Context: an optimization exercise on an open-source flow, tuned for small area and a short achievable clock period. The choices shown serve that exercise and are no tape-out recipe. Where RTL was checked, it was by simulation tests only, not by an equivalence proof against the original. No functional check of the RTL was part of runs 3 to 5. Power is estimated from default activity; no workload was simulated.

==> flow/run.sh <==
#!/bin/bash
# The standard layout (standard.sh), with the port buffers made of the smallest
# plain buffer instead of the resizer's default choice. Every input and output
# port still gets its own buffer.
set -euo pipefail
export BUFFER_PORTS_ARGS="-buffer_cell sky130_fd_sc_hd__buf_1"
bash standard.sh > standard_flow.log 2>&1
==> config.mk <==
export PLATFORM = sky130hd
export DESIGN_NAME = csv_record_parse_and_hash
export DESIGN_NICKNAME = csv_record_parse_and_hash
export VERILOG_FILES = /design/flow/design.v
export SDC_FILE = /design/flow/constraint.sdc
export NUM_CORES = 4
export LEC_CHECK = 0
export CAP_MARGIN = 20
export CORE_MARGIN = 2
export CORE_UTILIZATION = 60
export CTS_BUF_LIST = sky130_fd_sc_hd__clkbuf_4 sky130_fd_sc_hd__clkbuf_8
export PLACE_DENSITY = 0.75
export SETUP_SLACK_MARGIN = 2.0
export SLEW_MARGIN = 20
export TNS_END_PERCENT = 10
==> design.v <==
package crph_pkg;
  localparam int NUM_BUCKETS_DEF = 400;
  localparam logic [1:0] STATUS_CITY   = 2'd0;
  localparam logic [1:0] STATUS_ACCEPT = 2'd1;
  localparam logic [1:0] STATUS_ERROR  = 2'd2;
  localparam logic [7:0] CH_ZERO  = 8'h30;
  localparam logic [7:0] CH_NINE  = 8'h39;
  localparam logic [7:0] CH_COMMA = 8'h2C;
  localparam logic [7:0] CH_QUOTE = 8'h22;
  localparam logic [7:0] CH_PAREN = 8'h28;
  localparam logic [19:0] RANK_MAX = 20'hFFFFF;
  localparam logic [31:0] POP_MAX  = 32'hFFFFFFFF;
  localparam logic [9:0]  LEN_MAX  = 10'd1023;
  typedef struct packed {
    logic [1:0]  status;
    logic [7:0]  city_byte;
    logic [19:0] rank;
    logic [31:0] population;
    logic [9:0]  city_length;
    logic [8:0]  index_by_length;
    logic [8:0]  index_by_sum;
    logic [8:0]  index_by_product;
  } result_t;
  function automatic int idx_width(input int ts);
    if (ts > 1) idx_width = $clog2(ts);
    else idx_width = 1;
  endfunction
endpackage
`default_nettype none
module csv_record_parse_and_hash #(
  parameter int NUM_BUCKETS = crph_pkg::NUM_BUCKETS_DEF
) (
  input  logic         clk,
  input  logic         rst_n,
  input  logic         in_tvalid,
  output logic         in_tready,
  input  logic [7:0]   in_tdata,    
  input  logic         in_tlast,    
  output logic         out_tvalid,
  input  logic         out_tready,
  output logic [103:0] out_tdata,   
  output logic [1:0]   out_tuser    
);
  localparam logic [2:0] S_START      = 3'd0;
  localparam logic [2:0] S_RANK       = 3'd1;
  localparam logic [2:0] S_OPEN_CITY  = 3'd2;
  localparam logic [2:0] S_CITY       = 3'd3;
  localparam logic [2:0] S_AFTER_CITY = 3'd4;
  localparam logic [2:0] S_POP_OPEN   = 3'd5;
  localparam logic [2:0] S_POP        = 3'd6;
  localparam logic [2:0] S_SKIP       = 3'd7;
  logic        skid_v;           
  logic [7:0]  skid_b;
  logic        skid_l;
  logic        out_v;            
  logic        out_acc;          
  logic        out_err;          
  logic        out_gp;           
  logic        out_gc;           
  logic [19:0] q_rank;           
  logic        q_rsat;           
  logic [31:0] q_pop;
  logic        q_psat;           
  logic [2:0]  state;
  logic [19:0] rank;             
  logic        rank_sat;
  logic [15:0] acc_lo;
  logic [15:0] acc_hi;
  logic [3:0]  acc_c;            
  logic        acc_hp;           
  logic        acc_sat;          
  logic [9:0]  len;
  logic [8:0]  sum;
  logic [8:0]  px;               
  logic        cb_r;             
  logic        p2_r;             
  logic        p3_r;             
  logic        cpend;            
  logic       ob_free;
  logic [7:0] b;
  logic       last;
  logic       bv;
  logic       is_digit, is_comma, is_quote, is_paren;
  logic [3:0] digit;
  logic [2:0] state_nxt;
  logic       emit;
  logic       acc_word;
  logic       city_word;
  logic       commit;
  assign ob_free = !out_v || out_tready;
  assign b       = skid_v ? skid_b : in_tdata;
  assign last    = skid_v ? skid_l : in_tlast;
  assign bv      = skid_v || in_tvalid;
  assign is_digit = (b[7:4] == 4'h3) && (b[3:0] <= 4'd9);
  assign is_comma = (b == crph_pkg::CH_COMMA);
  assign is_quote = (b == crph_pkg::CH_QUOTE);
  assign is_paren = (b == crph_pkg::CH_PAREN);
  assign digit    = b[3:0];
  always_comb begin
    state_nxt = S_SKIP;
    emit      = 1'b1;
    acc_word  = 1'b0;
    city_word = 1'b0;
    unique case (state)
      S_START: if (is_digit) begin
        state_nxt = S_RANK; emit = 1'b0;
      end
      S_RANK: if (is_digit) begin
        state_nxt = S_RANK; emit = 1'b0;
      end else if (is_comma) begin
        state_nxt = S_OPEN_CITY; emit = 1'b0;
      end
      S_OPEN_CITY: if (is_quote) begin
        state_nxt = S_CITY; emit = 1'b0;
      end
      S_CITY: if (is_quote) begin
        state_nxt = S_AFTER_CITY; emit = 1'b0;
      end else begin
        state_nxt = S_CITY; city_word = 1'b1;
      end
      S_AFTER_CITY: if (is_comma) begin
        state_nxt = S_POP_OPEN; emit = 1'b0;
      end
      S_POP_OPEN: if (is_quote) begin
        state_nxt = S_POP; emit = 1'b0;
      end else if (is_paren) begin
        acc_word = 1'b1;
      end
      S_POP: if (is_digit || is_comma) begin
        state_nxt = S_POP; emit = 1'b0;
      end else if (is_quote) begin
        acc_word = 1'b1;
      end
      default: emit = 1'b0;
    endcase
    if (last) begin
      state_nxt = S_START;
      if (state != S_SKIP) begin
        emit      = 1'b1;
        city_word = 1'b0;
      end
    end
  end
  assign commit = bv && (ob_free || !emit);
  always_ff @(posedge clk) begin
    if (!rst_n) begin
      skid_v <= 1'b0;
      out_v  <= 1'b0;
      state  <= S_START;
    end else begin
      skid_v <= bv && emit && !ob_free;
      if (ob_free) out_v <= bv && emit;
      if (commit) state <= state_nxt;
    end
  end
  logic        acc_clr;          
  logic        acc_step;         
  logic        acc_aux;          
  logic [19:0] lo_mul;
  logic [19:0] hi_mul;
  logic [15:0] hi_eff;
  logic        sat_eff;
  assign acc_clr  = !rst_n || (commit && (last || state == S_POP_OPEN));
  assign acc_step = commit && is_digit && (state == S_START || state == S_RANK || state == S_POP);
  assign acc_aux  = (state == S_CITY) || (state == S_AFTER_CITY);
  logic [19:0] lo_x10, lo_x10p;
  logic [4:0]  lo_low;
  assign lo_x10   = (20'(acc_lo) << 3) + (20'(acc_lo) << 1);
  assign lo_x10p  = (20'(acc_lo) << 3) + (20'(acc_lo) << 1) + 20'd16;
  assign lo_low   = {1'b0, lo_x10[3:0]} + {1'b0, digit};
  assign lo_mul   = {lo_low[4] ? lo_x10p[19:4] : lo_x10[19:4], lo_low[3:0]};
  assign hi_mul   = (20'(acc_hi) << 3) + (20'(acc_hi) << 1) + 20'(acc_c);
  assign hi_eff   = acc_hp ? hi_mul[15:0] : acc_hi;
  assign sat_eff  = acc_sat || (acc_hp && hi_mul[19:16] != 4'd0);
  logic [7:0] cbyte;
  logic [4:0] c_h;
  logic [4:0] c25;
  logic [5:0] c_t;
  logic [6:0] c_t25, c_t50;
  always_comb begin
    unique case (cbyte[7:5])
      3'd0: c_h = 5'd0;
      3'd1: c_h = 5'd7;
      3'd2: c_h = 5'd14;
      3'd3: c_h = 5'd21;
      3'd4: c_h = 5'd3;
      3'd5: c_h = 5'd10;
      3'd6: c_h = 5'd17;
      default: c_h = 5'd24;
    endcase
  end
  assign cbyte = q_rank[7:0];
  assign c_t   = 6'(cbyte[4:0]) + 6'(c_h);
  assign c_t25 = {1'b0, c_t} - 7'd25;
  assign c_t50 = {1'b0, c_t} - 7'd50;
  assign c25   = !c_t50[6] ? c_t50[4:0] : !c_t25[6] ? c_t25[4:0] : c_t[4:0];
  logic [3:0] a16, b16, p_r16;
  logic [4:0] a25, b25;
  logic [5:0] sq_s, sq_d;
  logic [4:0] sq_fs, sq_fd, r16_h;
  logic [6:0] k_t;
  logic [6:0] k_t25, k_t50;
  logic [4:0] k;
  assign a16   = px[8:5];
  assign a25   = px[4:0];
  assign b16   = acc_lo[8:5];
  assign b25   = acc_lo[4:0];
  assign sq_s  = 6'(a25) + 6'(b25);
  assign sq_d  = 6'(a25) - 6'(b25);
  assign p_r16 = acc_lo[13:10];
  always_comb begin
    unique case (sq_s)
      6'd0: sq_fs = 5'd0;
      6'd1: sq_fs = 5'd9;
      6'd2: sq_fs = 5'd11;
      6'd3: sq_fs = 5'd6;
      6'd4: sq_fs = 5'd19;
      6'd5: sq_fs = 5'd0;
      6'd6: sq_fs = 5'd24;
      6'd7: sq_fs = 5'd16;
      6'd8: sq_fs = 5'd1;
      6'd9: sq_fs = 5'd4;
      6'd10: sq_fs = 5'd0;
      6'd11: sq_fs = 5'd14;
      6'd12: sq_fs = 5'd21;
      6'd13: sq_fs = 5'd21;
      6'd14: sq_fs = 5'd14;
      6'd15: sq_fs = 5'd0;
      6'd16: sq_fs = 5'd4;
      6'd17: sq_fs = 5'd1;
      6'd18: sq_fs = 5'd16;
      6'd19: sq_fs = 5'd24;
      6'd20: sq_fs = 5'd0;
      6'd21: sq_fs = 5'd19;
      6'd22: sq_fs = 5'd6;
      6'd23: sq_fs = 5'd11;
      6'd24: sq_fs = 5'd9;
      6'd25: sq_fs = 5'd0;
      6'd26: sq_fs = 5'd9;
      6'd27: sq_fs = 5'd11;
      6'd28: sq_fs = 5'd6;
      6'd29: sq_fs = 5'd19;
      6'd30: sq_fs = 5'd0;
      6'd31: sq_fs = 5'd24;
      6'd32: sq_fs = 5'd16;
      6'd33: sq_fs = 5'd1;
      6'd34: sq_fs = 5'd4;
      6'd35: sq_fs = 5'd0;
      6'd36: sq_fs = 5'd14;
      6'd37: sq_fs = 5'd21;
      6'd38: sq_fs = 5'd21;
      6'd39: sq_fs = 5'd14;
      6'd40: sq_fs = 5'd0;
      6'd41: sq_fs = 5'd4;
      6'd42: sq_fs = 5'd1;
      6'd43: sq_fs = 5'd16;
      6'd44: sq_fs = 5'd24;
      6'd45: sq_fs = 5'd0;
      6'd46: sq_fs = 5'd19;
      6'd47: sq_fs = 5'd6;
      6'd48: sq_fs = 5'd11;
      6'd49: sq_fs = 5'd9;
      6'd50: sq_fs = 5'd0;
      6'd51: sq_fs = 5'd9;
      6'd52: sq_fs = 5'd11;
      6'd53: sq_fs = 5'd6;
      6'd54: sq_fs = 5'd19;
      6'd55: sq_fs = 5'd0;
      6'd56: sq_fs = 5'd24;
      6'd57: sq_fs = 5'd16;
      6'd58: sq_fs = 5'd1;
      6'd59: sq_fs = 5'd4;
      6'd60: sq_fs = 5'd0;
      6'd61: sq_fs = 5'd14;
      6'd62: sq_fs = 5'd21;
      6'd63: sq_fs = 5'd21;
      default: sq_fs = '0;
    endcase
  end
  always_comb begin
    unique case (sq_d)
      6'd0: sq_fd = 5'd0;
      6'd1: sq_fd = 5'd9;
      6'd2: sq_fd = 5'd11;
      6'd3: sq_fd = 5'd6;
      6'd4: sq_fd = 5'd19;
      6'd5: sq_fd = 5'd0;
      6'd6: sq_fd = 5'd24;
      6'd7: sq_fd = 5'd16;
      6'd8: sq_fd = 5'd1;
      6'd9: sq_fd = 5'd4;
      6'd10: sq_fd = 5'd0;
      6'd11: sq_fd = 5'd14;
      6'd12: sq_fd = 5'd21;
      6'd13: sq_fd = 5'd21;
      6'd14: sq_fd = 5'd14;
      6'd15: sq_fd = 5'd0;
      6'd16: sq_fd = 5'd4;
      6'd17: sq_fd = 5'd1;
      6'd18: sq_fd = 5'd16;
      6'd19: sq_fd = 5'd24;
      6'd20: sq_fd = 5'd0;
      6'd21: sq_fd = 5'd19;
      6'd22: sq_fd = 5'd6;
      6'd23: sq_fd = 5'd11;
      6'd24: sq_fd = 5'd9;
      6'd25: sq_fd = 5'd0;
      6'd26: sq_fd = 5'd9;
      6'd27: sq_fd = 5'd11;
      6'd28: sq_fd = 5'd6;
      6'd29: sq_fd = 5'd19;
      6'd30: sq_fd = 5'd0;
      6'd31: sq_fd = 5'd24;
      6'd32: sq_fd = 5'd16;
      6'd33: sq_fd = 5'd24;
      6'd34: sq_fd = 5'd0;
      6'd35: sq_fd = 5'd19;
      6'd36: sq_fd = 5'd6;
      6'd37: sq_fd = 5'd11;
      6'd38: sq_fd = 5'd9;
      6'd39: sq_fd = 5'd0;
      6'd40: sq_fd = 5'd9;
      6'd41: sq_fd = 5'd11;
      6'd42: sq_fd = 5'd6;
      6'd43: sq_fd = 5'd19;
      6'd44: sq_fd = 5'd0;
      6'd45: sq_fd = 5'd24;
      6'd46: sq_fd = 5'd16;
      6'd47: sq_fd = 5'd1;
      6'd48: sq_fd = 5'd4;
      6'd49: sq_fd = 5'd0;
      6'd50: sq_fd = 5'd14;
      6'd51: sq_fd = 5'd21;
      6'd52: sq_fd = 5'd21;
      6'd53: sq_fd = 5'd14;
      6'd54: sq_fd = 5'd0;
      6'd55: sq_fd = 5'd4;
      6'd56: sq_fd = 5'd1;
      6'd57: sq_fd = 5'd16;
      6'd58: sq_fd = 5'd24;
      6'd59: sq_fd = 5'd0;
      6'd60: sq_fd = 5'd19;
      6'd61: sq_fd = 5'd6;
      6'd62: sq_fd = 5'd11;
      6'd63: sq_fd = 5'd9;
      default: sq_fd = '0;
    endcase
  end
  assign r16_h[0] = (p_r16 == 4'd1) |
      (p_r16 == 4'd4) |
      (p_r16 == 4'd5) |
      (p_r16 == 4'd8) |
      (p_r16 == 4'd11) |
      (p_r16 == 4'd12) |
      (p_r16 == 4'd15);
  assign r16_h[1] = (p_r16 == 4'd1) |
      (p_r16 == 4'd2) |
      (p_r16 == 4'd4) |
      (p_r16 == 4'd7) |
      (p_r16 == 4'd10) |
      (p_r16 == 4'd12) |
      (p_r16 == 4'd13) |
      (p_r16 == 4'd15);
  assign r16_h[2] = (p_r16 == 4'd2) |
      (p_r16 == 4'd5) |
      (p_r16 == 4'd8) |
      (p_r16 == 4'd11) |
      (p_r16 == 4'd12) |
      (p_r16 == 4'd14) |
      (p_r16 == 4'd15);
  assign r16_h[3] = (p_r16 == 4'd1) |
      (p_r16 == 4'd3) |
      (p_r16 == 4'd8) |
      (p_r16 == 4'd9) |
      (p_r16 == 4'd10) |
      (p_r16 == 4'd15);
  assign r16_h[4] = (p_r16 == 4'd2) |
      (p_r16 == 4'd4) |
      (p_r16 == 4'd6) |
      (p_r16 == 4'd9) |
      (p_r16 == 4'd11) |
      (p_r16 == 4'd13);
  assign k_t   = 7'(acc_lo[9:5]) - 7'(acc_lo[4:0]) - 7'(r16_h);
  assign k_t25 = k_t + 7'd25;
  assign k_t50 = k_t + 7'd50;
  assign k     = !k_t[6] ? k_t[4:0] : !k_t25[6] ? k_t25[4:0] : k_t50[4:0];
  always_ff @(posedge clk) begin
    acc_hp <= acc_step && !acc_clr;
    if (acc_step && !acc_clr) begin
      acc_lo <= lo_mul[15:0];
      acc_c  <= lo_mul[19:16];
    end else if (acc_clr) begin
      acc_lo <= '0;
    end else if (acc_aux && p2_r) begin
      acc_lo[13:0] <= {4'(a16 * b16), sq_fs, sq_fd};
    end else if (acc_aux && cb_r && !cpend && len == 10'd1) begin
      acc_lo[8:0] <= {cbyte[3:0], c25};
    end
    if (acc_clr) begin
      acc_hi  <= '0;
      acc_sat <= 1'b0;
    end else begin
      acc_hi  <= hi_eff;
      acc_sat <= sat_eff;
    end
    if (state == S_RANK) begin
      rank     <= {hi_eff[3:0], acc_lo};
      rank_sat <= sat_eff || hi_eff[15:4] != 12'd0;
    end
  end
  logic [9:0] sum_add;
  logic [6:0] sum_sub;           
  assign sum_add = 10'(cpend ? 9'd0 : sum) + 10'(cbyte);
  assign sum_sub = {1'b0, sum_add[9:4]} - 7'd25;
  always_ff @(posedge clk) begin
    cb_r <= commit && state == S_CITY && !is_quote;
    p2_r <= cb_r && !cpend && len == 10'd1;
    p3_r <= p2_r;
    if (commit && state == S_OPEN_CITY) begin
      cpend <= 1'b1;
    end else if (cb_r) begin
      cpend <= 1'b0;
    end
    if (cb_r) begin
      if (cpend) len <= 10'd1;
      else if (len != crph_pkg::LEN_MAX) len <= len + 10'd1;
      sum <= sum_sub[6] ? sum_add[8:0] : {sum_sub[4:0], sum_add[3:0]};
    end
    if (cb_r && cpend) begin
      px <= {cbyte[3:0], c25};
    end else if (p3_r) begin
      px <= {p_r16, k};
    end
  end
  always_ff @(posedge clk) begin
    skid_b <= b;
    skid_l <= last;
    if (ob_free) begin
      out_acc <= acc_word;
      out_err <= !acc_word && !city_word;
      out_gp  <= acc_word && (state == S_POP);
      out_gc  <= acc_word && !cpend;
      q_rank  <= {rank[19:8], (state == S_CITY) ? b : rank[7:0]};
      q_rsat  <= rank_sat;
      q_pop   <= {hi_eff, acc_lo};
      q_psat  <= sat_eff;
    end
  end
  logic [5:0] len_m800;           
  logic [6:0] len_m400;           
  logic [8:0] len_idx;
  assign len_m800 = {1'b0, len[9:5]} - 6'd25;
  assign len_m400 = {1'b0, len[9:4]} - 7'd25;
  assign len_idx  = !len_m800[5] ? {len_m800[3:0], len[4:0]} :
                    !len_m400[6] ? {len_m400[4:0], len[3:0]} : len[8:0];
  logic [8:0] prod_idx;
  assign prod_idx = (len[9:1] == 9'd0) ? 9'd0 : {px[4:0], px[8:5]};
  logic out_city;
  assign out_city = !out_acc && !out_err;
  assign in_tready  = !skid_v;
  assign out_tvalid = out_v;
  assign out_tuser  = {out_err, out_acc};
  assign out_tdata  = {7'd0,
                       prod_idx    & {9{out_gc}},
                       sum         & {9{out_gc}},
                       len_idx     & {9{out_gc}},
                       len         & {10{out_gc}},
                       (q_pop  | {32{q_psat}}) & {32{out_gp}},
                       (q_rank | {20{q_rsat}}) & {20{out_acc}},
                       q_rank[7:0] & {8{out_city}}};
endmodule
`default_nettype wire
==> standard.sh <==
#!/bin/bash
# synth_recipe.tcl (not shown) runs the flow's synth.tcl, then flattens the netlist and writes it again
# the make line also repeats each setting of config.mk as NAME=value (left out here)
make -C /OpenROAD-flow-scripts/flow DESIGN_CONFIG=/design/flow/config.mk WORK_HOME=/design/flow/orfs CLKGATE_MAP_FILE= SYNTH_SCRIPT=/design/flow/synth_recipe.tcl "${@:-finish}"
==> constraint.sdc <==
create_clock -name core_clock -period 5.5 [get_ports {clk}]
set_input_delay 1.1000 -clock core_clock [delete_from_list [all_inputs] [get_ports {clk}]]
set_output_delay 1.1000 -clock core_clock [all_outputs]
set_load 0.01 [all_outputs]
==> impl_results.md, run 1 <==
- Status: finished clean
- CTS tree: done
- Top_reg_cell synth: edfxtp_1
- Reg2reg setup slack: 1.99 ns
- RSZ-0062 raised after global routing: true
- First DRT Iteration DRCs: between 700 and 800
- Reg2reg path depth: 10
- FFs w/ async S/R, synth: 0%
- Share of layout cells above drive strength 1: 13.9%
- Io pins: about 120
- GRT overflow: 0
- CTS Hold Bufs: 0
- Core Region: 21,100 um^2
- Final setup skew: about 0.024 ns
- Final Cycle Share: 63.7%
- M3 GR Usage: between 4 and 5%
- Post-detail-place hpwl: 24.1 mm
- Yosys cell types: 87
- Maximum VDD drop: between 0.2 and 0.3 mV
- Port-buffer cells: 113
- GPL Wtd Cong: 0.947
- # nets final: approximately 1,600
- Yosys warns: 1
- Cts bufs inserted: 17
- Area grow syn2layout: 12.8%
- Max Slew Vio Count: 0
- Crit path launch type: flip-flop
- Setup TNS: 0 ns
- Setup crit end kind: flip-flop
- Min-delay src: p2_r
- Die Y: 151 um
- Worst Path Required: approximately 5.8 ns
- HP Class: reg -> reg
- Post-synthesis sequential area ratio: 35.2%
- RR Endpoint: acc_c[3]
- Post-synth EDFFs: around 130
- Max Buffers Root-to-Sink: 2
- #FFs+latches synth: 163
- Crit path arrival time: 3.80 ns
- Residual DRC count: 0
- Setup violators final: 0
- Critical path peak fanout: 4
- Detailed-router iteration count before antenna repair: 5
- Chip width: 151 um
- Met1 Use GR: between 30 and 40%
- FF-to-FF Start: acc_lo[0]
- Post-Synthesis Mean Instance Area: 9.40 um^2
- Initial Utilization: 61.1%
- Global-route wire length before repair: 50.9 mm
- Final hold violation count: 0
- Crit path to: acc_c[3]
- # rows: 53
- Post-route ant nets: 0
- GRT busiest layer: met2
- WL per Instance: 18.9 um
- Crit. Startpoint: acc_lo[0]
- Leak: ~5.8 nW
- Largest net degree at the start of global routing: 60
- Mapped cell area: 12,900 um^2
- Worst-Margin Slew: between 1 and 1.5 ns
- Mean number of vias per cell: just over 6
- F_max: 0.285 GHz
- Tot GR Track Use: between 20% and 30%
- Crit path time final: between 3 and 4 ns
- Clk sinks: approximately 160
- Final WL: approximately 34 mm
- Met2 usage: 47.3%
- Cell area power density: 396 nW/um^2
- Most frequent cells in the layout: edfxtp_1, nor2_1, buf_1
- Most common cell after layout, fill and taps aside: edfxtp_1
- Critical path class: reg -> reg
- Final Util: 69.0%
- Number of global-route vias before repair: 9,747
- H-tree level count: 4
- Clock Latency Late Sink: 0.48 ns
- Via count: 11,100
- Max-Cap Viols: 0
- CTS Root Cell: clkbuf_8
- Hold_ws: between 0.4 and 0.5 ns
- Reg clk slew, reported paths: 0.10 ns
- Rel. slew slack: 28.9%
- Initial antenna violation count: 0
- Die ar.: 22,700 um^2
- Inserted Diodes: 0
- Gate count after technology mapping: roughly 1,400
-- worst max-delay path, stage by stage, from the launching register on --
cell and delay (ns):
edfxtp_1 0.48, ha_1 0.27, fa_2 0.39, a211oi_4 0.31, buf_4 0.19, o21a_1 0.20, nand4_2 0.13, or4_1 0.56
a2111o_1 0.43, a211o_1 0.31, o31ai_1 0.07
-- timing repair --
| action | in CTS | in global routing |
|---|---|---|
| resized for setup | 17 | 55 |
| setup endpoints to repair | 55 | 48 |
| gates cloned | 0 | 1 |
| buffers inserted | 15 | 33 |
| pin swaps | 4 | 20 |
-- through the flow --
step | total power, mW | worst slack (ns) | instance area, um^2 | cells
2_1_floorplan | 3.85 | 1.98 | 12900 | 1377
3_3_place_gp | 4.46 | 1.56 | 13500 | 1709
3_5_place_dp | 4.49 | 1.47 | 13500 | 1709
4_1_cts | 5.43 | 1.94 | 14000 | 1756
5_1_grt | 6.13 | 1.88 | 14500 | 1791
6_report | 5.76 | 1.99 | 14500 | 1791
-- sequential cells by signal, summed over array words and instances (netlist names), 3 cells and up --
register / cells
sum: 9
skid_b: 8
acc_c: 4
len: 10
acc_lo: 16
acc_hi: 16
px: 9
rank: 20
state: 3
q_pop: 32
q_rank: 20
-- synthesized netlist by cell type (12+ instances only) --
master | number | area share, %
xnor2_1 | 48 | 3.3
mux2i_1 | 19 | 1.5
nand3_1 | 17 | 0.66
xor2_1 | 30 | 2.0
a21oi_1 | 70 | 2.7
o211ai_1 | 16 | 0.93
dfxtp_1 | 36 | 5.6
clkbuf_1 | 47 | 1.4
nor2b_1 | 31 | 1.5
nand2_1 | 108 | 3.1
nor2_1 | 118 | 3.4
a211oi_1 | 21 | 1.2
a21o_1 | 18 | 1.0
inv_1 | 70 | 2.0
or3_1 | 12 | 0.58
nor3_1 | 25 | 0.97
and2_1 | 43 | 2.1
mux2_2 | 19 | 1.7
o21ai_0 | 61 | 2.4
o21a_1 | 62 | 3.6
buf_4 | 13 | 0.76
edfxtp_1 | 127 | 30
ha_1 | 118 | 11
a31oi_1 | 15 | 0.73
-- worst min path at each step --
stage                       to  cells after the start
after floorplan           p3_r                      0
final                     p3_r                      0
after CTS                 p3_r                      0
after global placement    p3_r                      0
after global routing      p3_r                      0
after detailed placement  p3_r                      0
-- kinds of logic (layout without fill, tap and decap cells) --
group | count (synthesis) | count (layout) | synth area share [%]
flops | 163 | 163 | 35.2
xor+xnor | 78 | 78 | 5.30
buf+inv | 142 | 280 | 4.73
other cells | 1 | 7 | 0.0291
compound gates | 383 | 383 | 21.1
fa+ha+maj | 128 | 128 | 13.0
simple gates | 435 | 436 | 17.0
mux | 41 | 41 | 3.66
-- where the power goes --
part | switching [mW] | internal (mW)
logic | 1.89 | 1.38
registers | 0.117 | 1.50
clock network | 0.534 | 0.342
total | 2.54 | 3.22
-- cell type report --
type / instances / area (um^2)
well taps: 275 / 344
clock inverters: 15 / 160
fillers: 1710 / 6540
inverters: 71 / 269
flip-flops and latches: 163 / 4540
multi-input cells: 1073 / 8080
repair buffers: 177 / 916
clock buffers: 17 / 234
-- routing by layer --
metal | part of all wire [%] | up-vias
met3 | 6.4 | 58
met4 | 2.8 | 0
li1 | - | 5313
met1 | 43 | 5278
met5 | 0 | -
met2 | 48 | 467
==> inputs of run 2 (changes only) <==
--- a/config.mk
+++ b/config.mk
@@ -5,6 +5,7 @@
 export SDC_FILE = /design/flow/constraint.sdc
 export NUM_CORES = 4
 export LEC_CHECK = 0
+export ABC_AREA = 1
 export CAP_MARGIN = 20
 export CORE_MARGIN = 2
 export CORE_UTILIZATION = 60
==> run 2 against run 1 <==
Final area shrank 2.3%. Worst setup slack gained 0.020 ns. Global-route usage is essentially flat. Via count grew 7.2%. Power grew 10%. Cell count grew 21%. Maximum frequency grew 0.57%. Routed wire length shrank 2.6%. Critical endpoint is now out_tdata[77]. Critical path depth is the same. Largest cell class unchanged. Sequential power grew 6%.
==> impl_results.md, run 2 <==
- Status: finished clean
- Synth Area in Simple Gates: 29.1% (+12 points)
- Final WL: 32.9 mm (-2.6%)
- Biggest regs: q_pop: 32 flops, q_rank: 20 flops, rank: 20 flops
- RSZ-0062 raised after global routing: true
- Chip width: 152 um (+0.65%)
- Post-Synthesis Mean Instance Area: 7.36 um^2 (-22%)
- Critical path class: reg -> out
- H-tree level count: 4 (unchanged)
- Setup TNS: 0 ns (unchanged)
- Crit path launch type: flip-flop
- Adder-cell share of the synthesized area: 12.8% (-0.17 points)
- Hold EP: p3_r
- FFs w/ async S/R, synth: 0% (unchanged)
- Mux share of post-synthesis cell area: 0% (-3.7 points)
- Setup crit end kind: primary output
- Largest family of logic cells by synthesized area: simple AND/OR/NAND/NOR gates
- Met2 usage: 46.9% (-0.42 points)
- First DRT Iteration DRCs: 946 (+28%)
- Residual DRC count: 0 (unchanged)
- Most frequent cells in the layout: nand2_1, inv_1, nor2_1
- GRT busiest layer: met2
- Critical path peak fanout: 7 (+3)
- Cell area power density: 446 nW/um^2 (+13%)
- Post-synthesis sequential area ratio: 34.7% (-0.47 points)
- Global-route wire length before repair: 51.7 mm (+1.5%)
- Io pins: 121 (unchanged)
- Reg2reg path depth: 14 (+4)
- Tot Pwr: 6.34 mW (+10%)
- CTS Root Cell: clkbuf_8
- Initial antenna violation count: 0 (unchanged)
- Layout Cells excl Fill: 2,169 (+21%)
- Area grow syn2layout: 8.76%
- Met1 Use GR: 40.3% (+1.8 points)
- Placed cell count: 2,122 (+24%)
- Largest net degree at the start of global routing: 39 (-35%)
- Fraction of the mapped netlist area in compound gates: 10.6% (-11 points)
- Cts bufs inserted: 17 (unchanged)
- Clk sinks: 163 (unchanged)
- Crit path arrival time: 2.39 ns (-1.41 ns)
- Inserted Diodes: 0 (unchanged)
- Most frequent cell after synthesis: nand2_1
- Post-route cell area: 14,200 um^2 (-2.3%)
- Most common cell after layout, fill and taps aside: nand2_1
- Tot GR Track Use: 28.5% (about the same)
- Leak: 7.00 nW (+20%)
- Setup violators final: 0 (unchanged)
- Top post-synthesis cells by count: nand2_1, inv_1, nor2_1
- Mapped cell area: 13,100 um^2 (+1.3%)
- Worst-Margin Slew: 1.01 ns (-0.0574 ns)
- Max-Cap Viols: 0 (unchanged)
- HP Class: reg -> reg
- Share of layout cells above drive strength 1: 6.39% (-7.5 points)
- Initial Utilization: 61.6% (+0.44 points)
- Top_reg_cell synth: edfxtp_1
- M3 GR Usage: 3.26% (-0.80 points)
- Crit path time final: 3.49 ns (-0.0199 ns)
- #FFs+latches synth: 163 (unchanged)
- Detailed-router iteration count before antenna repair: 7 (+2)
- Final hold violation count: 0 (unchanged)
- Die Y: 152 um (+0.65%)
- Max Slew Vio Count: 0 (unchanged)
- FF-to-FF Start: acc_lo[0]
- Post-DP Area: 13,600 um^2 (+1.1%)
- Synth Area in XOR/XNOR: 3.55% (-1.7 points)
- Fillers: 1,827 (+6.8%)
- WL per Instance: 15.2 um (-20%)
- Rel. slew slack: 32.6% (+3.8 points)
- Area occupied by multi-input gates: 7380 um^2 (-8.7%)
- Clock Latency Late Sink: 0.47 ns (about the same)
- Max Buffers Root-to-Sink: 2 (unchanged)
- Min-delay src: p2_r
- Sequential Area: 4530 um^2 (-0.11%)
- # rows: 53 (unchanged)
- Mean number of vias per cell: 5.49 (-11%)
- Final Cycle Share: 63.4% (-0.36 points)
- Top cell type's share of synthesized area: 29.2% (-0.39 points)
- Area leader, netlist: edfxtp_1
- Final setup skew: 0.0146 ns (-0.00904 ns)
- Gate count after technology mapping: 1,775 (+29%)
- Yosys warns: 1 (unchanged)
- GPL Wtd Cong: 0.946 (about the same)
- Reg clk slew, reported paths: 0.10 ns (about the same)
- Port-buffer cells: 113 (unchanged)
- Post-detail-place hpwl: 24.9 mm (+3.5%)
- RR Endpoint: px[3]
- # nets final: 2,022 (+23%)
- Number of global-route vias before repair: 10,500 (+7.4%)
- Via count: 11,900 (+7.2%)
- Post-route ant nets: 0 (unchanged)
- GRT overflow: 0 (unchanged)
- Maximum VDD drop: 0.765 mV (+170%)
- Reg2reg setup slack: 2.02 ns (+0.03 ns)
- CTS tree: done
- Post-synth EDFFs: 127 (unchanged)
- Top reg by flops: q_pop
- Die ar.: 23,000 um^2 (+1.3%)
- Max reg flops: 32 (unchanged)
- Worst Path Required: 4.40 ns (-1.40 ns)
- Largest cells by area after synthesis: edfxtp_1, nand2_1, ha_1
- Yosys cell types: 47 (-46%)
- Core Region: 21,200 um^2 (+0.63%)
- F_max: 0.287 GHz (+0.57%)
- Worst Hold Path Cells: 0 (unchanged)
run 2: worst max path at each step:
stage,from,endpoint,slack [ns],depth (start not counted)
floorplan,acc_lo[1],px[4],2.41,15
global placement,acc_lo[0],acc_lo[5],2.07,15
detailed placement,acc_lo[1],px[3],2.04,13
CTS,len[5],out_tdata[77],1.66,10
global route,acc_lo[10],px[3],1.86,15
finish,len[5],out_tdata[77],2.01,10
run 2: layout make-up:
type | count | area share (%)
clock buffer | 17 | 1.65
clock inverter | 15 | 1.42
inverter | 243 | 6.48
multi-input combinational | 1323 | 51.9
sequential | 163 | 31.9
tap | 275 | 2.42
timing repair buffer | 133 | 4.19
run 2: stage by stage:
stage / util (%) / worst slack, ns / hold WS, ns
finish: 67.0 / 2.01 / 0.392
global route: 67.0 / 1.86 / 0.401
CTS: 66.2 / 1.66 / 0.388
detailed placement: 64.2 / 2.04 / 0.368
global placement: 64.2 / 2.07 / 0.369
floorplan: - / 2.41 / 0.349
run 2: cells by family after synthesis:
kind of cell	after synthesis
xor gates and xnor gates	53
adders and majority gates	128
DFF	163
buffers and inverters	295
AOI/OAI and AO/OA	249
and+or+nand+nor	886
other	1
run 2: report_power, final:
group	switching, mW	total, mW	leakage (nW)	internal [mW]
combinational	2.40	3.71	5.19	1.31
sequential	0.157	1.71	1.59	1.55
clock	0.554	0.915	0.216	0.361
run 2: per-layer routing:
metal / wire length (um) / share of wire (%)
met5: 0 / 0
met4: 722 / 2.2
met2: 15200 / 46
met1: 14900 / 45
met3: 2100 / 6.4
run 2: repair_timing:
item	4_1_cts	5_1_grt
resized for setup	1	11
endpoints found under the setup margin	13	41
buffers inserted	0	14
hold buffers	0	0
gates cloned	0	0
run 2: critical path, cell delays in order (launching register included):
cell,delay (ns)
edfxtp_1,0.42
inv_1,0.15
ha_1,0.25
o21ai_2,0.16
inv_1,0.07
o21ai_2,0.20
nand2_1,0.11
o22ai_1,0.16
o21ai_0,0.09
a21oi_1,0.15
buf_1,0.16
==> inputs of run 3 (changes only) <==
--- a/design.v
+++ b/design.v
@@ -171,7 +171,7 @@
   assign lo_mul   = {lo_low[4] ? lo_x10p[19:4] : lo_x10[19:4], lo_low[3:0]};
   assign hi_mul   = (20'(acc_hi) << 3) + (20'(acc_hi) << 1) + 20'(acc_c);
   assign hi_eff   = acc_hp ? hi_mul[15:0] : acc_hi;
-  assign sat_eff  = acc_sat || (acc_hp && hi_mul[19:16] != 4'd0);
+  assign sat_eff  = acc_sat || (acc_hp && (acc_hi > 16'd6553 || (acc_hi == 16'd6553 && acc_c >= 4'd6)));
   logic [7:0] cbyte;
   logic [4:0] c_h;
   logic [4:0] c25;
@@ -207,7 +207,7 @@
   assign b25   = acc_lo[4:0];
   assign sq_s  = 6'(a25) + 6'(b25);
   assign sq_d  = 6'(a25) - 6'(b25);
-  assign p_r16 = acc_lo[13:10];
+  assign p_r16 = 4'(a16 * b16);
   always_comb begin
     unique case (sq_s)
       6'd0: sq_fs = 5'd0;
@@ -380,7 +380,9 @@
       (p_r16 == 4'd9) |
       (p_r16 == 4'd11) |
       (p_r16 == 4'd13);
-  assign k_t   = 7'(acc_lo[9:5]) - 7'(acc_lo[4:0]) - 7'(r16_h);
+  logic [5:0] sq_fdh;
+  assign sq_fdh = 6'(sq_fd) + 6'(r16_h);
+  assign k_t   = 7'(acc_lo[10:6]) - 7'(acc_lo[5:0]);
   assign k_t25 = k_t + 7'd25;
   assign k_t50 = k_t + 7'd50;
   assign k     = !k_t[6] ? k_t[4:0] : !k_t25[6] ? k_t25[4:0] : k_t50[4:0];
@@ -392,7 +394,7 @@
     end else if (acc_clr) begin
       acc_lo <= '0;
     end else if (acc_aux && p2_r) begin
-      acc_lo[13:0] <= {4'(a16 * b16), sq_fs, sq_fd};
+      acc_lo[14:0] <= {p_r16, sq_fs, sq_fdh};
     end else if (acc_aux && cb_r && !cpend && len == 10'd1) begin
       acc_lo[8:0] <= {cbyte[3:0], c25};
     end
@@ -405,13 +407,16 @@
     end
     if (state == S_RANK) begin
       rank     <= {hi_eff[3:0], acc_lo};
-      rank_sat <= sat_eff || hi_eff[15:4] != 12'd0;
+      rank_sat <= sat_eff || (acc_hp ? (acc_hi >= 16'd2 || (acc_hi == 16'd1 && acc_c >= 4'd6))
+                                     : acc_hi >= 16'd16);
     end
   end
-  logic [9:0] sum_add;
-  logic [6:0] sum_sub;           
-  assign sum_add = 10'(cpend ? 9'd0 : sum) + 10'(cbyte);
-  assign sum_sub = {1'b0, sum_add[9:4]} - 7'd25;
+  logic [8:0]  sum_base;
+  logic [9:0]  sum_add;
+  logic [10:0] sum_sub;          
+  assign sum_base = cpend ? 9'd0 : sum;
+  assign sum_add  = 10'(sum_base) + 10'(cbyte);
+  assign sum_sub  = 11'(sum_base) + 11'(cbyte) - 11'd400;
   always_ff @(posedge clk) begin
     cb_r <= commit && state == S_CITY && !is_quote;
     p2_r <= cb_r && !cpend && len == 10'd1;
@@ -424,17 +429,19 @@
     if (cb_r) begin
       if (cpend) len <= 10'd1;
       else if (len != crph_pkg::LEN_MAX) len <= len + 10'd1;
-      sum <= sum_sub[6] ? sum_add[8:0] : {sum_sub[4:0], sum_add[3:0]};
+      sum <= sum_sub[10] ? sum_add[8:0] : sum_sub[8:0];
     end
     if (cb_r && cpend) begin
       px <= {cbyte[3:0], c25};
     end else if (p3_r) begin
-      px <= {p_r16, k};
+      px <= {acc_lo[14:11], k};
     end
   end
   always_ff @(posedge clk) begin
-    skid_b <= b;
-    skid_l <= last;
+    if (!skid_v) begin
+      skid_b <= in_tdata;
+      skid_l <= in_tlast;
+    end
     if (ob_free) begin
       out_acc <= acc_word;
       out_err <= !acc_word && !city_word;
--- a/config.mk
+++ b/config.mk
@@ -5,12 +5,10 @@
 export SDC_FILE = /design/flow/constraint.sdc
 export NUM_CORES = 4
 export LEC_CHECK = 0
-export ABC_AREA = 1
 export CAP_MARGIN = 20
 export CORE_MARGIN = 2
 export CORE_UTILIZATION = 60
 export CTS_BUF_LIST = sky130_fd_sc_hd__clkbuf_4 sky130_fd_sc_hd__clkbuf_8
 export PLACE_DENSITY = 0.75
-export SETUP_SLACK_MARGIN = 2.0
+export SETUP_SLACK_MARGIN = 1.5
 export SLEW_MARGIN = 20
-export TNS_END_PERCENT = 10
==> run 3 against run 2 <==
Sequential power shrank 9%. Routed wire length fell by 0.54%. Critical endpoint is now acc_lo[3]. Sequential cell count is the same. Utilization increased by 1.3 points. Power decreased by 21%. Maximum frequency shrank 11%. Worst setup slack lost 0.45 ns.
==> impl_results.md, run 3 <==
- Reg2reg path depth: 14 (unchanged)
- Number of global-route vias before repair: 9,811 (-6.3%)
- First DRT Iteration DRCs: 1,126 (+19%)
- Sw Share: 42.1% (-6.9 points)
- Post-route ant nets: 0 (unchanged)
- Crit path arrival time: 4.12 ns (+1.73 ns)
- Crit path time final: 3.94 ns (+0.452 ns)
- RR Endpoint: acc_lo[3]
- Share of layout cells above drive strength 1: 12.3% (+5.9 points)
- Worst Path Required: 5.69 ns (+1.29 ns)
- Crit path launch type: flip-flop
- Detailed-router iteration count before antenna repair: 5 (-2)
- Gate count after technology mapping: 1,333 (-25%)
- Final Cycle Share: 71.6% (+8.2 points)
- Clk sinks: 163 (unchanged)
- Maximum VDD drop: 0.223 mV (-71%)
- Setup TNS: 0 ns (unchanged)
- P_int: 2.89 mW (-11%)
- Critical path peak fanout: 6 (-1)
- GPL Wtd Cong: 0.923 (-2.4%)
- RSZ-0062 raised after global routing: true
- Cts bufs inserted: 17 (unchanged)
- Residual DRC count: 0 (unchanged)
- Die ar.: 22,500 um^2 (-2.0%)
- Post-synthesis sequential area ratio: 35.4% (+0.73 points)
- Clock power share: 18.0% (+3.6 points)
- Most frequent cell after synthesis: edfxtp_1
- Io pins: 121 (unchanged)
- Setup crit end kind: flip-flop
- Top cell type's share of synthesized area: 29.8% (+0.62 points)
- Tot Pwr: 4.99 mW (-21%)
- Via count: 10,700 (-10%)
- Critical Path Max Stage Delay: 0.68 ns (+0.26 ns)
- Top post-synthesis cells by count: edfxtp_1, ha_1, nand2_1
- Post-Synthesis Mean Instance Area: 9.60 um^2 (+30%)
- Largest net degree at the start of global routing: 60 (+54%)
- Top_reg_cell synth: edfxtp_1
- Final Util: 68.3% (+1.3 points)
- Core Region: 21,000 um^2 (-1.3%)
- WL per Instance: 18.7 um (+23%)
- Biggest regs: q_pop: 32 flops, q_rank: 20 flops, rank: 20 flops
- Final hold violation count: 0 (unchanged)
- Slowest CP cell: fa_2
- Yosys cell types: 87 (+85%)
- Leak: 5.86 nW (-16%)
- Most Frequent Cell on Critical Path: ha_4
- Clock Latency Late Sink: 0.47 ns (about the same)
- Tot GR Track Use: 28.5% (about the same)
- Combinational Power Share: 51.1% (-7.5 points)
- Pre-CTS worst setup slack: 1.21 ns (-0.825 ns)
- Hold_ws: 0.412 ns (+0.0192 ns)
- # nets final: 1,613 (-20%)
- Reg clk slew, reported paths: 0.10 ns (about the same)
- Largest cells by area after synthesis: edfxtp_1, ha_1, dfxtp_1
- Reg2reg setup slack: 1.56 ns (-0.46 ns)
- Critical path class: reg -> reg
- Chip width: 150 um (-1.0%)
- Worst Hold Path Cells: 0 (unchanged)
- Max-Cap Viols: 0 (unchanged)
- Met2 usage: 45.5% (-1.4 points)
- Setup violators final: 0 (unchanged)
- Hold EP: p3_r
- Switching Power: 2.10 mW (-32%)
- FF-to-FF Start: px[0]
- Area grow syn2layout: 11.8%
- Area leader, netlist: edfxtp_1
- Final WL: 32.8 mm (-0.54%)
- Initial antenna violation count: 0 (unchanged)
- Setup WS post-layout: 1.56 ns (-0.452 ns)
- Die Y: 150 um (-1.0%)
- Yosys warns: 1 (unchanged)
- Max Slew Vio Count: 0 (unchanged)
- F_max: 0.254 GHz (-11%)
- Port-buffer cells: 113 (unchanged)
- Global-route wire length before repair: 50.5 mm (-2.3%)
- GRT overflow: 0 (unchanged)
- Critical-path cell list: inv_1 -> ha_2 -> inv_2 -> fa_2 -> clkinvlp_4 -> ha_4 -> clkbuf_2 -> a221o_1 -> mux4_2 -> ha_4 -> nor2b_1 -> nor3_1 -> a31oi_1 -> o22ai_1
- Inserted Diodes: 0 (unchanged)
- GRT busiest layer: met2
- Mean number of vias per cell: 6.12 (+11%)
- Status: finished clean
- Most frequent cells in the layout: edfxtp_1, buf_1, ha_1
- #FFs+latches synth: 163 (unchanged)
- Mapped cell area: 12,800 um^2 (-2.1%)
- Final setup skew: 0.0203 ns (+0.00571 ns)
- Most common cell after layout, fill and taps aside: edfxtp_1
- FFs w/ async S/R, synth: 0% (unchanged)
- Worst-Margin Slew: 0.987 ns (-0.0221 ns)
- # rows: 53 (unchanged)
- Max Buffers Root-to-Sink: 2 (unchanged)
- Initial Utilization: 61.1% (-0.51 points)
- HP Class: reg -> reg
- Met1 Use GR: 38.9% (-1.4 points)
- Post-synth EDFFs: 127 (unchanged)
- H-tree level count: 4 (unchanged)
- Min-delay src: p2_r
- Reg power frac: 31.0% (+4.0 points)
- Post-detail-place hpwl: 23.6 mm (-5.3%)
- CTS tree: done
- Top reg by flops: q_pop
- Rel. slew slack: 34.2% (+1.5 points)
- CTS Root Cell: clkbuf_8
- Max reg flops: 32 (unchanged)
- Cell area power density: 349 nW/um^2 (-22%)
- M3 GR Usage: 5.85% (+2.6 points)
## run 3: cell types whose count changed after synthesis, sizes merged, moves of 21 or more
cell and change:
nand2 -355, inv -159, nor2 -158, nand3 -99, o21a +58, o21ai -58, and2 +46, xnor2 +35
nor2b +31, nor3 +29, mux2 +24, a21oi -21
## run 3: area by class of cell
| cell class | count | area (um^2) |
|---|---|---|
| multi-input cells | 1038 | 7910 |
| fillers | 1676 | 6650 |
| flip-flops and latches | 163 | 4540 |
| repair buffers | 162 | 790 |
| well taps | 275 | 344 |
| inverters | 81 | 312 |
| clock buffers | 17 | 234 |
| clock inverters | 15 | 184 |
## run 3: through the flow
step	instances	cell area, um^2
2_1_floorplan	1339	12900
3_3_place_gp	1683	13400
3_5_place_dp	1683	13400
4_1_cts	1724	13900
5_1_grt	1751	14300
6_report	1751	14300
## run 3: how the worst max path moves through the flow
| stage | cells past startpoint | from | slack [ns] | end |
|---|---|---|---|---|
| 5_1_grt | 19 | px[0] | 1.37 | acc_lo[4] |
| 6_report | 14 | px[0] | 1.56 | acc_lo[3] |
| 2_1_floorplan | 22 | acc_lo[1] | 1.54 | acc_lo[4] |
| 3_3_place_gp | 15 | acc_lo[1] | 1.27 | acc_lo[4] |
| 3_5_place_dp | 15 | acc_lo[1] | 1.21 | acc_lo[4] |
| 4_1_cts | 21 | px[6] | 1.50 | acc_lo[4] |
## run 3: kinds of logic after synthesis
kind of cell,count (synthesis),share of synthesized area [%]
AOI/OAI and AO/OA,368,20.2
xor gates and xnor gates,79,5.62
adders and majority gates,137,14.2
buffers and inverters,138,4.57
DFF,163,35.4
muxes,44,4.10
other,1,0.0293
and+or+nand+nor,403,15.8
## run 3: power groups by stage
stage / registers [mW] / clock network, mW / logic (mW)
after CTS: 1.55 / 0.907 / 2.30
after global routing: 1.56 / 0.951 / 2.79
after floorplan: 1.53 / 0 / 1.77
after detailed placement: 1.59 / 0 / 2.24
final: 1.55 / 0.897 / 2.55
after global placement: 1.59 / 0 / 2.21
## run 3: timing repair
item,in CTS,in global routing
setup endpoints to repair,5,14
resized for setup,5,43
hold buffers,0,0
pin swaps,1,25
buffers inserted,9,27
## run 3: layer usage
layer | vias up | wire [um] | share of wire [%]
met5 | - | 0 | 0
met4 | 0 | 733 | 2.2
met3 | 49 | 2310 | 7.0
met2 | 401 | 15300 | 47
met1 | 5118 | 14400 | 44
li1 | 5147 | - | -
## run 3: worst max-delay path: cells and delay by family, from the launching register on
kind                     cells  cell delay (ns)
adder cells (fa/ha/maj)      4             1.40
AO/OA/AOI/OAI                3             0.62
multiplexers                 1             0.51
buffers and inverters        4             0.47
flip-flops                   1             0.40
AND/OR/NAND/NOR              2             0.26
==> inputs of run 4 (changes only) <==
--- a/design.v
+++ b/design.v
@@ -57,6 +57,7 @@
   logic        out_err;          
   logic        out_gp;           
   logic        out_gc;           
+  logic        out_gx;           
   logic [19:0] q_rank;           
   logic        q_rsat;           
   logic [31:0] q_pop;
@@ -203,7 +204,7 @@
   logic [4:0] k;
   assign a16   = px[8:5];
   assign a25   = px[4:0];
-  assign b16   = acc_lo[8:5];
+  assign b16   = cbyte[3:0];
   assign b25   = acc_lo[4:0];
   assign sq_s  = 6'(a25) + 6'(b25);
   assign sq_d  = 6'(a25) - 6'(b25);
@@ -380,9 +381,7 @@
       (p_r16 == 4'd9) |
       (p_r16 == 4'd11) |
       (p_r16 == 4'd13);
-  logic [5:0] sq_fdh;
-  assign sq_fdh = 6'(sq_fd) + 6'(r16_h);
-  assign k_t   = 7'(acc_lo[10:6]) - 7'(acc_lo[5:0]);
+  assign k_t   = 7'(acc_lo[9:5]) - 7'(acc_lo[4:0]) - 7'(acc_lo[14:10]);
   assign k_t25 = k_t + 7'd25;
   assign k_t50 = k_t + 7'd50;
   assign k     = !k_t[6] ? k_t[4:0] : !k_t25[6] ? k_t25[4:0] : k_t50[4:0];
@@ -394,9 +393,10 @@
     end else if (acc_clr) begin
       acc_lo <= '0;
     end else if (acc_aux && p2_r) begin
-      acc_lo[14:0] <= {p_r16, sq_fs, sq_fdh};
+      acc_lo[9:0] <= {sq_fs, sq_fd};
     end else if (acc_aux && cb_r && !cpend && len == 10'd1) begin
-      acc_lo[8:0] <= {cbyte[3:0], c25};
+      acc_lo[14:10] <= r16_h;
+      acc_lo[4:0]   <= c25;
     end
     if (acc_clr) begin
       acc_hi  <= '0;
@@ -433,20 +433,21 @@
     end
     if (cb_r && cpend) begin
       px <= {cbyte[3:0], c25};
+    end else if (cb_r && len == 10'd1) begin
+      px[8:5] <= p_r16;
     end else if (p3_r) begin
-      px <= {acc_lo[14:11], k};
+      px[4:0] <= k;
     end
   end
   always_ff @(posedge clk) begin
-    if (!skid_v) begin
-      skid_b <= in_tdata;
-      skid_l <= in_tlast;
-    end
+    skid_b <= b;
+    skid_l <= last;
     if (ob_free) begin
       out_acc <= acc_word;
       out_err <= !acc_word && !city_word;
       out_gp  <= acc_word && (state == S_POP);
       out_gc  <= acc_word && !cpend;
+      out_gx  <= acc_word && !cpend && len[9:1] != 9'd0;
       q_rank  <= {rank[19:8], (state == S_CITY) ? b : rank[7:0]};
       q_rsat  <= rank_sat;
       q_pop   <= {hi_eff, acc_lo};
@@ -461,14 +462,14 @@
   assign len_idx  = !len_m800[5] ? {len_m800[3:0], len[4:0]} :
                     !len_m400[6] ? {len_m400[4:0], len[3:0]} : len[8:0];
   logic [8:0] prod_idx;
-  assign prod_idx = (len[9:1] == 9'd0) ? 9'd0 : {px[4:0], px[8:5]};
+  assign prod_idx = {px[4:0], px[8:5]};
   logic out_city;
   assign out_city = !out_acc && !out_err;
   assign in_tready  = !skid_v;
   assign out_tvalid = out_v;
   assign out_tuser  = {out_err, out_acc};
   assign out_tdata  = {7'd0,
-                       prod_idx    & {9{out_gc}},
+                       prod_idx    & {9{out_gx}},
                        sum         & {9{out_gc}},
                        len_idx     & {9{out_gc}},
                        len         & {10{out_gc}},
--- a/config.mk
+++ b/config.mk
@@ -10,5 +10,6 @@
 export CORE_UTILIZATION = 60
 export CTS_BUF_LIST = sky130_fd_sc_hd__clkbuf_4 sky130_fd_sc_hd__clkbuf_8
 export PLACE_DENSITY = 0.75
-export SETUP_SLACK_MARGIN = 1.5
+export SETUP_SLACK_MARGIN = 2.0
 export SLEW_MARGIN = 20
+export TNS_END_PERCENT = 10
==> run 4 against run 3 <==
Synthesized cell count is 2.1% higher. Critical path depth stayed put. Global-route usage is 0.75 points lower. Clock power is 6.1% higher. Critical path type unchanged. Final area is 2.0% higher. Clock-buffer cell count stayed put. Sequential power is 8% higher. Non-clock buffer count is 5 lower. Power is 31% higher. Combinational power is 55% higher. First-iteration DRC count is 30% lower.
==> impl_results.md, run 4 <==
- CTS tree: done
- Maximum VDD drop: 0.361 mV (+61%)
- Critical path class: reg -> reg
- Io pins: 121 (unchanged)
- Max Slew Vio Count: 0 (unchanged)
- Hold EP: p3_r
- RR Endpoint: px[2]
- Leak: 5.98 nW (+2.0%)
- Post-route cell area: 14,600 um^2 (+2.0%)
- Crit-path leading delay family: adder cells
- Pre-CTS worst setup slack: 1.61 ns (+0.400 ns)
- Top post-synthesis cells by count: edfxtp_1, ha_1, nand2_1
- Initial antenna violation count: 0 (unchanged)
- Number of global-route vias before repair: 9,691 (-1.2%)
- # nets final: 1,632 (+1.2%)
- Sw Share: 44.4% (+2.3 points)
- Area grow syn2layout: 11.4%
- Clk sinks: 164 (+0.61%)
- Clock power share: 14.5% (-3.5 points)
- Reg power frac: 25.4% (-5.6 points)
- WL per Instance: 18.5 um (-1.3%)
- Crit path launch type: flip-flop
- F_max: 0.280 GHz (+10%)
- Tot GR Track Use: 27.8% (-0.75 points)
- Largest net degree at the start of global routing: 61 (+1.7%)
- Final WL: 32.7 mm (-0.23%)
- Core Region: 21,600 um^2 (+3.2%)
- Most Frequent Cell on Critical Path: buf_4
- Gate count after technology mapping: 1,361 (+2.1%)
- Top cell type's share of synthesized area: 29.3% (-0.47 points)
- Worst-Margin Slew: 1.05 ns (+0.0660 ns)
- Area leader, netlist: edfxtp_1
- Critical Path Max Stage Delay: 0.58 ns (-0.10 ns)
- Clock Latency Late Sink: 0.47 ns (about the same)
- Port-buffer cells: 113 (unchanged)
- Min-delay src: p2_r
- Cts bufs inserted: 17 (unchanged)
- FF-to-FF Start: acc_lo[0]
- Final hold violation count: 0 (unchanged)
- Final Cycle Share: 65.0% (-6.6 points)
- H-tree level count: 4 (unchanged)
- Setup violators final: 0 (unchanged)
- Cell area power density: 449 nW/um^2 (+29%)
- Detailed-router iteration count before antenna repair: 5 (unchanged)
- First DRT Iteration DRCs: 786 (-30%)
- GRT overflow: 0 (unchanged)
- Setup TNS: 0 ns (unchanged)
- GPL Wtd Cong: 0.908 (-1.7%)
- Global-route wire length before repair: 50.0 mm (-0.98%)
- Biggest regs: q_pop: 32 flops, q_rank: 20 flops, rank: 20 flops
- Reg2reg setup slack: 1.92 ns (+0.36 ns)
- Initial Utilization: 60.6% (-0.47 points)
- Largest cells by area after synthesis: edfxtp_1, ha_1, dfxtp_1
- Reg clk slew, reported paths: 0.10 ns (about the same)
- Top_reg_cell synth: edfxtp_1
- # rows: 54 (+1.9%)
- CTS Root Cell: clkbuf_8
- Critical path peak fanout: 5 (-1)
- Via count: 10,800 (+0.95%)
- Crit path arrival time: 3.80 ns (-0.32 ns)
- Chip width: 152 um (+1.2%)
- Worst Hold Path Cells: 0 (unchanged)
- Slowest CP cell: fa_2
- Yosys warns: 1 (unchanged)
- Combinational Power Share: 60.1% (+9.0 points)
- Post-synthesis sequential area ratio: 34.8% (-0.60 points)
- Post-synth EDFFs: 128 (+0.79%)
- P_int: 3.64 mW (+26%)
- Residual DRC count: 0 (unchanged)
- Crit path time final: 3.58 ns (-0.362 ns)
- Max Buffers Root-to-Sink: 2 (unchanged)
- Switching Power: 2.91 mW (+39%)
- Die ar.: 23,000 um^2 (+2.3%)
- Critical-path cell list: ha_2 -> fa_2 -> inv_2 -> ha_4 -> nor2b_4 -> o31a_1 -> o21a_1 -> nor4_4 -> buf_4 -> nor3_4 -> buf_4 -> o21ba_2 -> o221ai_2 -> nand2_1
- FFs w/ async S/R, synth: 0% (unchanged)
- Post-detail-place hpwl: 23.6 mm (+0.13%)
- Rel. slew slack: 29.8% (-4.4 points)
- Final setup skew: 0.0217 ns (+0.00139 ns)
- Status: finished clean
- Yosys cell types: 93 (+6.9%)
- Setup crit end kind: flip-flop
- Buffers & Inverters on Critical Path: 3 (-1)
- Worst Path Required: 5.73 ns (+0.04 ns)
- Share of layout cells above drive strength 1: 11.6% (-0.72 points)
- Inserted Diodes: 0 (unchanged)
- Hold_ws: 0.421 ns (+0.00966 ns)
- Max reg flops: 32 (unchanged)
- Top reg by flops: q_pop
- Post-DP Area: 13,600 um^2 (+1.6%)
- Post-Synthesis Mean Instance Area: 9.63 um^2 (+0.28%)
- Mapped cell area: 13,100 um^2 (+2.4%)
- Max-Cap Viols: 0 (unchanged)
- RSZ-0062 raised after global routing: true
- Most common cell after layout, fill and taps aside: edfxtp_1
- Crit. Startpoint: acc_lo[0]
- Mean number of vias per cell: 6.11 (-0.13%)
- #FFs+latches synth: 164 (+0.61%)
- Post-route ant nets: 0 (unchanged)
- Die Y: 152 um (+1.2%)
- Most frequent cells in the layout: edfxtp_1, ha_1, buf_1
- Reg2reg path depth: 14 (unchanged)
- Setup WS post-layout: 1.92 ns (+0.362 ns)
- HP Class: reg -> reg
==> run 4: cell count changes after synthesis, moves of 7 or more <==
cell	change
o21ai_0	+13
nand3_1	-11
o21bai_1	-11
o22ai_1	-11
mux2i_1	+10
o211ai_1	-10
xnor2_1	+9
a311oi_1	+8
nor2_1	+8
clkbuf_1	+7
o211a_1	+7
==> run 4: area by class of cell <==
type	count	area, um^2
sequential	164	4570
clock buffer	17	234
tap	280	350
multi-input combinational	1059	8160
timing repair buffer	157	777
clock inverter	15	208
inverter	78	299
fill	1737	7030
==> run 4: timing repair <==
| action | 4_1_cts | 5_1_grt |
|---|---|---|
| pin swaps | 2 | 8 |
| setup endpoints to repair | 51 | 50 |
| setup buffers | 15 | 18 |
| hold buffers | 0 | 0 |
| gates cloned | 0 | 0 |
| resized for setup | 11 | 32 |
==> run 4: metrics by stage <==
| stage | instances | total power, mW | utilization (%) |
|---|---|---|---|
| after floorplan | 1367 | 4.41 | - |
| after global placement | 1703 | 5.07 | 63.1 |
| after detailed placement | 1703 | 5.14 | 63.1 |
| after CTS | 1750 | 6.22 | 65.9 |
| after global routing | 1770 | 7.02 | 67.5 |
| final | 1770 | 6.56 | 67.5 |
==> run 4: worst max-delay path by stage <==
stage / depth (start not counted) / slack (ns) / end
after detailed placement: 11 / 1.61 / acc_c[2]
after CTS: 13 / 1.96 / acc_lo[0]
final: 14 / 1.92 / px[2]
after global placement: 14 / 1.71 / px[3]
after global routing: 14 / 1.82 / px[2]
after floorplan: 14 / 2.01 / px[3]
==> run 4: cell families after synthesis <==
kind of cell	count (synthesis)	share of synthesized area (%)
AOI/OAI and AO/OA	365	19.7
and+or+nand+nor	399	15.5
buffers and inverters	144	4.75
muxes	54	4.59
DFF	164	34.8
adders and majority gates	142	14.4
other	1	0.0286
xor gates and xnor gates	92	6.21
==> run 4: power by group through the flow <==
stage | sequential (mW) | clock [mW] | combinational, mW
5_1_grt | 1.68 | 1.01 | 4.33
3_3_place_gp | 1.72 | 0 | 3.35
2_1_floorplan | 1.64 | 0 | 2.78
3_5_place_dp | 1.72 | 0 | 3.42
6_report | 1.67 | 0.952 | 3.94
4_1_cts | 1.68 | 0.956 | 3.59
==> run 4: metal layers <==
layer / up-vias / share of wire (%) / global-route usage, %
met5: - / 0 / 0
met4: 0 / 2.7 / 9.72
met3: 64 / 5.9 / 4.85
met2: 358 / 47 / 44.8
met1: 5205 / 44 / 37.8
li1: 5190 / - / -
==> inputs of run 5 (changes only) <==
--- a/config.mk
+++ b/config.mk
@@ -5,6 +5,7 @@
 export SDC_FILE = /design/flow/constraint.sdc
 export NUM_CORES = 4
 export LEC_CHECK = 0
+export ABC_AREA = 1
 export CAP_MARGIN = 20
 export CORE_MARGIN = 2
 export CORE_UTILIZATION = 60
==> run 5 against run 4 <==
Clock power decreased by 9.2%. Critical path depth up 4. Routed wire length is 1.2% higher. Clock skew fell by 0.0016 ns. Non-clock buffer count decreased by 38. Die area is 2.9% higher. Sequential cell count unchanged. Sequential share of layout area is 0.31 points higher. Synthesized cell count rose by 37%. Utilization is 1.7 points lower. Maximum frequency increased by 2.3%. Critical path type unchanged. Largest power group unchanged. Highest routed layer unchanged.
==> impl_results.md, run 5 <==
- Status: finished clean
- Reg power frac: 28.1% (+2.7 points)
- Critical path peak fanout: 6 (+1)
- Final hold violation count: 0 (unchanged)
- GPL Wtd Cong: 0.952 (+4.9%)
- Chip width: 154 um (+1.4%)
- Io pins: 121 (unchanged)
- Fraction of the mapped netlist area in compound gates: 9.42% (-10 points)
- Detailed-router iteration count before antenna repair: 7 (+2)
- H-tree level count: 4 (unchanged)
- Worst Hold Path Cells: 0 (unchanged)
- Mux share of post-synthesis cell area: 0% (-4.6 points)
- Clk sinks: 164 (unchanged)
- Worst-Margin Slew: 1.02 ns (-0.0326 ns)
- Initial Utilization: 61.4% (+0.83 points)
- CTS tree: done
- Rel. slew slack: 31.9% (+2.1 points)
- Final WL: 33.1 mm (+1.2%)
- Tot GR Track Use: 28.2% (+0.45 points)
- Top post-synthesis cells by count: nand2_1, inv_1, nor2_1
- Max-Cap Viols: 0 (unchanged)
- Hold EP: p3_r
- Worst Path Required: 5.72 ns (about the same)
- Via count: 12,200 (+13%)
- Post-detail-place hpwl: 25.2 mm (+6.7%)
- Combinational Power Share: 57.7% (-2.4 points)
- Post-Synthesis Mean Instance Area: 7.24 um^2 (-25%)
- Reg2reg setup slack: 2.00 ns (+0.08 ns)
- HP Class: reg -> reg
- Port-buffer cells: 113 (unchanged)
- Post-route ant nets: 0 (unchanged)
- GRT overflow: 0 (unchanged)
- Setup crit end kind: flip-flop
- Synth Area in Simple Gates: 28.7% (+13 points)
- Leak: 7.32 nW (+23%)
- P_int: 3.16 mW (-13%)
- Area grow syn2layout: 7.13%
- Max Slew Vio Count: 0 (unchanged)
- Setup WS post-layout: 2.00 ns (+0.0812 ns)
- Final Cycle Share: 63.6% (-1.5 points)
- Adder-cell share of the synthesized area: 14.0% (-0.41 points)
- Top reg by flops: q_pop
- Area leader, netlist: edfxtp_1
- Top cell type's share of synthesized area: 28.5% (-0.84 points)
- Critical path class: reg -> reg
- Global-route wire length before repair: 54.3 mm (+8.7%)
- Top_reg_cell synth: edfxtp_1
- Setup violators final: 0 (unchanged)
- Largest net degree at the start of global routing: 36 (-41%)
- Die Y: 154 um (+1.4%)
- Pre-CTS worst setup slack: 1.56 ns (-0.0588 ns)
- First DRT Iteration DRCs: 956 (+22%)
- Biggest regs: q_pop: 32 flops, q_rank: 20 flops, rank: 20 flops
- Share of layout cells above drive strength 1: 4.14% (-7.5 points)
- #FFs+latches synth: 164 (unchanged)
- Yosys cell types: 47 (-49%)
- FFs w/ async S/R, synth: 0% (unchanged)
- Synth Area in XOR/XNOR: 3.38% (-2.8 points)
- Core Region: 22,000 um^2 (+1.6%)
- Sw Share: 47.9% (+3.5 points)
- FF-to-FF Start: acc_lo[2]
- Mapped cell area: 13,500 um^2 (+3.0%)
- Switching Power: 2.91 mW (-0.25%)
- Clock Latency Late Sink: 0.48 ns (about the same)
- Crit path time final: 3.50 ns (-0.0812 ns)
- Most frequent cells in the layout: nand2_1, inv_1, nor2_1
- Yosys warns: 1 (unchanged)
- CTS Hold Bufs: 0 (unchanged)
- Cell area power density: 419 nW/um^2 (-6.7%)
- Crit path launch type: flip-flop
- Reg2reg path depth: 18 (+4)
- Tot Pwr: 6.06 mW (-7.6%)
- Most frequent cell after synthesis: nand2_1
- Residual DRC count: 0 (unchanged)
- Clock power share: 14.3% (-0.2 points)
- Post-synth EDFFs: 128 (unchanged)
- Crit path arrival time: 3.72 ns (-0.08 ns)
- Most common cell after layout, fill and taps aside: nand2_1
- Max Buffers Root-to-Sink: 2 (unchanged)
- Post-synthesis sequential area ratio: 33.8% (-1.0 points)
- Cts bufs inserted: 17 (unchanged)
- WL per Instance: 14.8 um (-20%)
- Setup TNS: 0 ns (unchanged)
- Die ar.: 23,700 um^2 (+2.9%)
- # nets final: 2,099 (+29%)
- Initial antenna violation count: 1 (+1)
- Min-delay src: p2_r
- Mean number of vias per cell: 5.45 (-11%)
- F_max: 0.286 GHz (+2.3%)
- Largest cells by area after synthesis: edfxtp_1, nand2_1, ha_1
- Max reg flops: 32 (unchanged)
- Final Util: 65.8% (-1.7 points)
- RSZ-0062 raised after global routing: true
- # rows: 54 (unchanged)
- Fillers: 1,924 (+11%)
- RR Endpoint: px[3]
- Maximum VDD drop: 0.298 mV (-17%)
- Hold_ws: 0.413 ns (-0.00803 ns)
- Final setup skew: 0.0201 ns (-0.00156 ns)
- Gate count after technology mapping: 1,863 (+37%)
- Number of global-route vias before repair: 11,200 (+16%)
- Largest family of logic cells by synthesized area: simple AND/OR/NAND/NOR gates
- CTS Root Cell: clkbuf_8
- Reg clk slew, reported paths: 0.09 ns (about the same)
==> run 5: how the worst max path moves through the flow <==
stage	from	to	slack, ns	depth (start not counted)
after global routing	acc_lo[2]	px[3]	1.75	18
after CTS	skid_v	acc_lo[10]	1.89	15
after global placement	in_tdata[6]	acc_lo[13]	1.70	16
after floorplan	acc_lo[1]	px[3]	2.34	18
after detailed placement	in_tdata[6]	acc_lo[13]	1.56	16
final	acc_lo[2]	px[3]	2.00	18
==> run 5: layout make-up <==
cell class                      count  area, um^2  area share (%)
Inverter                          296        1120            7.73
Tap cell                          280         350            2.42
Clock buffer                       18         241            1.67
Clock inverter                     14         141           0.978
Timing Repair Buffer              119         489            3.39
Antenna cell                        1        2.50          0.0173
Multi-Input combinational cell   1346        7540            52.2
Sequential cell                   164        4570            31.6
==> run 5: critical path: stages (launching register included) <==
cell	delay (ns)
edfxtp_1	0.57
inv_1	0.12
ha_1	0.38
a21oi_1	0.17
nand2_1	0.10
xnor2_1	0.14
inv_1	0.05
ha_1	0.34
nand2_1	0.06
o21ai_0	0.24
xor2_1	0.21
inv_1	0.07
or2_2	0.32
nand2_1	0.16
nand2_1	0.09
nand3_1	0.07
nand2_1	0.05
nand3_1	0.06
nand2_1	0.06
==> run 5: metal layers <==
metal,vias to the layer above,routed length (um),global-route usage (%)
met5,-,0,0
met3,57,1780,3.97
met4,0,692,8.59
li1,6181,-,-
met2,395,15800,48.0
met1,5567,14800,37.6
==> run 5: through the flow <==
step,cells,cell area (um^2)
global placement,2202,14000
floorplan,1869,13500
global route,2238,14500
detailed placement,2202,14000
CTS,2235,14400
finish,2238,14500
==> run 5: kinds of logic after synthesis <==
logic type | after synthesis
AOI/OAI and AO/OA | 234
DFF | 164
adders and majority gates | 142
and+or+nand+nor | 911
buffers and inverters | 359
other | 1
xor gates and xnor gates | 52
==> run 5: timing repair <==
item | CTS | global route
setup buffers | 1 | 1
endpoints found under the setup margin | 26 | 52
endpoints found under the hold margin | 0 | 0
gates resized for setup | 1 | 5
==> run 5: power by group through the flow <==
stage	logic, mW	registers [mW]	clock network [mW]
finish	3.50	1.70	0.864
global route	4.01	1.72	0.918
CTS	3.44	1.70	0.865
detailed placement	3.41	1.74	0
global placement	3.34	1.73	0
floorplan	2.76	1.65	0

what the ideal ports hide:
How much do the figures lean on ideal ports? The routed layouts below were timed once more, with nothing changed but the port constraints. Step 1 (the two cells are an assumption about what drives the block):
set clk [get_ports {clk}]
set_driving_cell -lib_cell sky130_fd_sc_hd__clkbuf_16 $clk
set_driving_cell -lib_cell sky130_fd_sc_hd__buf_2 [delete_from_list [all_inputs] $clk]
Step 2, shift: input delay + t, output delay - t, t = (earliest + latest rising clock arrival at the registers) / 2. This alone moves slack from input paths to output paths. Slacks: no drivers / after step 1 / after step 2; pairs: no drivers / after step 1.
run	t, ns	setup WS [ns]	worst setup path at the end	worst data-port slew with drivers (ns)	pins driven straight from the clock port
run 1	0.503	1.994 / 1.994 / 1.642	input to register	0.03	1
run 2	0.499	2.014 / 1.976 / 1.992	input to register	0.03	1
run 3	0.506	1.562 / 1.562 / 1.434	input to register	0.07	1
run 4	0.504	1.923 / 1.923 / 1.705	input to register	0.03	1
run 5	0.508	2.005 / 2.005 / 1.842	input to register	0.09	1
After both steps setup and hold are still met in every run listed. For run 1, which loses most, drivers alone change the setup slack by 0.000 ns; drivers and shift together by -0.352 ns.
